Source: an optimization exercise on an open RTL-to-GDS flow (aim: small area, a short achievable clock period and few clock cycles). Production flows keep margins and buffers that such runs may drop. In this exercise RTL edits were held to simulation tests only and were not proved equivalent to the original. No activity file was given, so power comes from the tool's default toggle rates.

Setup of build 22:
// bus_ram_responder
module bus_ram_responder #(
  parameter int          DEPTH       = 64,
  parameter logic [31:0] BASE_ADDR   = 32'h1000_0000,
  parameter int          WAIT_CYCLES = 0
) (
  input  logic        clk,
  input  logic        reset,
  input  logic        busReq,
  input  logic        busWe,
  input  logic [31:0] busAddr,
  input  logic [2:0]  busFunct3,
  input  logic [31:0] busWData,
  output logic [31:0] busRData,
  output logic        busReady,
  output logic        busErr
);
For scale: roughly 4000 cells after synthesis.
clock: 8.0 ns
lec_check: 0
cap_margin: 20
core_margin: 2
core_utilization: 60
cts_cluster_diameter: 100
cts_cluster_size: 25
place_density: 0.7
setup_slack_margin: 4.3
slew_margin: 45
synth_hierarchical: 1
synth_minimum_keep_size: 0
standard.sh (not shown) runs the stock make flow with config.mk's settings and CLKGATE_MAP_FILE= SYNTH_SCRIPT=/design/flow/synth_recipe.tcl, a recipe that flattens the netlist after the stock synthesis.
==> flow/flow/run.sh <==
#!/bin/bash
set -euo pipefail
bash standard.sh "BUFFER_PORTS_ARGS=-buffer_cell sky130_fd_sc_hd__buf_4" \
  "IO_CONSTRAINTS=$PWD/flow/io.tcl" finish > flow_make.log 2>&1
==> flow/flow/io.tcl <==
# Keep the pins of the paths with the shortest budget next to each other on
# the die edge: busAddr[31:8] -> busErr, and busReq/busWe -> busReady.
set_io_pin_constraint -group -order -pin_names {busAddr[8] busAddr[9] busAddr[10] busAddr[11] busAddr[12] busAddr[13] busAddr[14] busAddr[15] busAddr[16] busAddr[17] busAddr[18] busAddr[19] busErr busReady busReq busWe busAddr[20] busAddr[21] busAddr[22] busAddr[23] busAddr[24] busAddr[25] busAddr[26] busAddr[27] busAddr[28] busAddr[29] busAddr[30] busAddr[31]}
Build 22 ran to completion and came out clean on the timing, design-rule and antenna checks.
Testbench counts of build 22, summed over its fixed seeds: cycles 48,063.
Modified inputs, build 3 compared to build 22
# build 22
export LEC_CHECK = 0
export CAP_MARGIN = 20
export CORE_MARGIN = 2
export CORE_UTILIZATION = 60
export CTS_CLUSTER_DIAMETER = 100
export CTS_CLUSTER_SIZE = 25
export PLACE_DENSITY = 0.7
export SETUP_SLACK_MARGIN = 4.3
export SLEW_MARGIN = 45
export SYNTH_HIERARCHICAL = 1
export SYNTH_MINIMUM_KEEP_SIZE = 0
create_clock -name core_clock -period 8.0 [get_ports {clk}]
# build 3
export LEC_CHECK = 0
export CAP_MARGIN = 20
export CORE_MARGIN = 2
export CORE_UTILIZATION = 55
export CTS_CLUSTER_DIAMETER = 100
export CTS_CLUSTER_SIZE = 25
export PLACE_DENSITY = 0.65
export SETUP_SLACK_MARGIN = 4.3
export SLEW_MARGIN = 45
export SYNTH_HIERARCHICAL = 1
export SYNTH_MINIMUM_KEEP_SIZE = 0
create_clock -name core_clock -period 8.0 [get_ports {clk}]
### Flow results
- Vertical die dimension in build 3 vs build 22: up 4.4%
- | switching share of power | build 3 vs build 22 | 0.22 points higher |
- Compared to build 22, build 3 shows a wider setup margin.
Edits applied to the flow inputs when going from build 3 to build 41:
# build 3
export LEC_CHECK = 0
export CAP_MARGIN = 20
export CORE_MARGIN = 2
export CORE_UTILIZATION = 55
export CTS_CLUSTER_DIAMETER = 100
export CTS_CLUSTER_SIZE = 25
export PLACE_DENSITY = 0.65
export SETUP_SLACK_MARGIN = 4.3
export SLEW_MARGIN = 45
export SYNTH_HIERARCHICAL = 1
export SYNTH_MINIMUM_KEEP_SIZE = 0
create_clock -name core_clock -period 8.0 [get_ports {clk}]
# build 41
export LEC_CHECK = 0
export CAP_MARGIN = 20
export CORE_MARGIN = 2
export CORE_UTILIZATION = 60
export CTS_CLUSTER_DIAMETER = 100
export CTS_CLUSTER_SIZE = 25
export PLACE_DENSITY = 0.7
export SETUP_SLACK_MARGIN = 4.4
export SLEW_MARGIN = 45
export SYNTH_HIERARCHICAL = 1
export SYNTH_MINIMUM_KEEP_SIZE = 0
create_clock -name core_clock -period 8.0 [get_ports {clk}]
## What came out
What build 41 reported for die area has to be multiplied by 1.09 to get the figure for build 3. [build 41] worst-case vdd ir drop rose 9.1% relative to build 3. Largest net degree at the start of global routing came out lower on build 41 than on build 3. Between build 41 and build 3, it is build 41 whose number of global-route vias before repair is higher, by 2.6%.
> inputs changed (build 41 -> build 20)
# build 41
export LEC_CHECK = 0
export CAP_MARGIN = 20
export CORE_MARGIN = 2
export CORE_UTILIZATION = 60
export CTS_CLUSTER_DIAMETER = 100
export CTS_CLUSTER_SIZE = 25
export PLACE_DENSITY = 0.7
export SETUP_SLACK_MARGIN = 4.4
export SLEW_MARGIN = 45
export SYNTH_HIERARCHICAL = 1
export SYNTH_MINIMUM_KEEP_SIZE = 0
create_clock -name core_clock -period 8.0 [get_ports {clk}]
# build 20
export LEC_CHECK = 0
export CAP_MARGIN = 20
export CORE_MARGIN = 2
export CORE_UTILIZATION = 55
export CTS_CLUSTER_DIAMETER = 100
export CTS_CLUSTER_SIZE = 25
export PLACE_DENSITY = 0.65
export SETUP_SLACK_MARGIN = 4.5
export SLEW_MARGIN = 45
export SYNTH_HIERARCHICAL = 1
export SYNTH_MINIMUM_KEEP_SIZE = 0
create_clock -name core_clock -period 8.0 [get_ports {clk}]
==> flow/flow/run.sh <==
#!/bin/bash
set -euo pipefail
bash standard.sh "BUFFER_PORTS_ARGS=-buffer_cell sky130_fd_sc_hd__buf_4" finish > flow_make.log 2>&1
removed: flow/flow/io.tcl
==> run notes <==
Summary of build 20 over build 41: part of the total power dissipated in combinational logic climbed 0.3 points; share of the core filled with cells in the final layout dropped 4.0 points.
[compare] base=build 41 new=build 20: cell count picked up an extra 135; final critical delay including setup and external delays shows no meaningful change; maximum vdd drop moved up; worst setup slack after placement went down 77 ps; critical path depth stayed essentially flat.
Compared with build 41, build 20 shows a post-placement cell area that is about 2.2% higher.
Lower clock latency of the later-clocked register in the worst-skew pair goes to build 41 over build 20.
Inputs modified between build 20 and build 76:
# build 20
export LEC_CHECK = 0
export CAP_MARGIN = 20
export CORE_MARGIN = 2
export CORE_UTILIZATION = 55
export CTS_CLUSTER_DIAMETER = 100
export CTS_CLUSTER_SIZE = 25
export PLACE_DENSITY = 0.65
export SETUP_SLACK_MARGIN = 4.5
export SLEW_MARGIN = 45
export SYNTH_HIERARCHICAL = 1
export SYNTH_MINIMUM_KEEP_SIZE = 0
create_clock -name core_clock -period 8.0 [get_ports {clk}]
# build 76
export LEC_CHECK = 0
export CAP_MARGIN = 20
export CORE_MARGIN = 2
export CORE_UTILIZATION = 55
export CTS_CLUSTER_DIAMETER = 100
export CTS_CLUSTER_SIZE = 25
export PLACE_DENSITY = 0.65
export SETUP_SLACK_MARGIN = 4.5
export SLEW_MARGIN = 70
export SYNTH_HIERARCHICAL = 1
export SYNTH_MINIMUM_KEEP_SIZE = 0
create_clock -name core_clock -period 8.0 [get_ports {clk}]
## What came out
- Per the comparison of build 76 with build 20, post-layout worst setup margin went up; core utilization went up; internal power contribution went up.

========
wip/maple:
Starting RTL as in the previous note.
// bus_ram_responder
module bus_ram_responder #(
  parameter int          DEPTH       = 64,
  parameter logic [31:0] BASE_ADDR   = 32'h1000_0000,
  parameter int          WAIT_CYCLES = 0
) (
  input  logic        clk,
  input  logic        reset,
  input  logic        busReq,
  input  logic        busWe,
  input  logic [31:0] busAddr,
  input  logic [2:0]  busFunct3,
  input  logic [31:0] busWData,
  output logic [31:0] busRData,
  output logic        busReady,
  output logic        busErr
);
clock: 8.0 ns
lec_check: 0
cap_margin: 20
core_margin: 2
core_utilization: 55
cts_cluster_diameter: 100
cts_cluster_size: 25
place_density: 0.65
setup_slack_margin: 4.5
slew_margin: 45
synth_hierarchical: 1
synth_minimum_keep_size: 0
==> flow/flow/run.sh <==
#!/bin/bash
set -euo pipefail
bash standard.sh "BUFFER_PORTS_ARGS=-buffer_cell sky130_fd_sc_hd__buf_4" \
  "IO_CONSTRAINTS=$PWD/flow/io.tcl" finish > flow_make.log 2>&1
==> flow/flow/io.tcl <==
# Keep the pins of the paths with the shortest budget next to each other on
# the die edge: busAddr[31:8] -> busErr, and busReq/busWe -> busReady.
set_io_pin_constraint -group -order -pin_names {busAddr[8] busAddr[9] busAddr[10] busAddr[11] busAddr[12] busAddr[13] busAddr[14] busAddr[15] busAddr[16] busAddr[17] busAddr[18] busAddr[19] busErr busReady busReq busWe busAddr[20] busAddr[21] busAddr[22] busAddr[23] busAddr[24] busAddr[25] busAddr[26] busAddr[27] busAddr[28] busAddr[29] busAddr[30] busAddr[31]}
wip/maple: done, clean on timing, DRC and antenna
Testbench counts of wip/maple, summed over its fixed seeds: cycles 48,063.
Inputs modified between wip/maple and wip/juniper:
- CORE_UTILIZATION now 60, was 55
- PLACE_DENSITY now 0.7, was 0.65
==> run notes <==
- wip/juniper reached the end of the flow, and the finished layout is clean on the timing, design-rule and antenna checks.
- wip/juniper ended with less non-clock buffer count than wip/maple.
- met1 capacity usage during global routing on wip/juniper is up relative to wip/maple.
- wip/juniper ends up with a design area that is 400 µm² lower than in wip/maple.
- wip/juniper has power drawn by the clock network below what wip/maple had.
- When wip/juniper is set beside wip/maple, its final worst setup slack turns out to be 0.0068 ns smaller.
- On clock-pin slew on the worst setup and hold paths, wip/maple tracks wip/juniper almost exactly.
- Portion of the clock cycle consumed by the worst path in the final layout across wip/maple and wip/juniper: no real change.

-- separate check: timing with driven ports --
In the flow no input, the clock included, has a driving cell. The finished layouts below were timed again as built, in two steps.
Step 1 (the two cells are an assumption about what drives the block):
set clk [get_ports {clk}]
set_driving_cell -lib_cell sky130_fd_sc_hd__clkbuf_16 $clk
set_driving_cell -lib_cell sky130_fd_sc_hd__buf_2 [delete_from_list [all_inputs] $clk]
Step 2 also shifts input and output timing later by t, the mid clock arrival at the registers, as if the neighbouring blocks saw the same clock.
Three values: ideal ports, drivers, drivers and shift; two values: the first two.
run	t, ns	slack for setup (ns)	worst slew at a driven data input, ns	pins driven straight from the clock port
build 22	0.798	4.147 / 4.070 / 3.272	0.23	1
build 3	0.808	4.182 / 4.147 / 3.363	0.16	1
build 41	0.795	4.205 / 4.161 / 3.568	0.18	1
build 20	0.828	4.206 / 4.160 / 3.586	0.15	1
build 76	0.824	4.221 / 4.173 / 3.612	0.15	1
wip/maple	0.825	4.217 / 4.175 / 3.619	0.15	1
wip/juniper	0.795	4.211 / 4.174 / 3.622	0.20	1
After both steps every run listed still meets setup and hold. The setup slack of build 22, which loses most, moves by -0.077 ns with the drivers and by -0.875 ns with both steps.
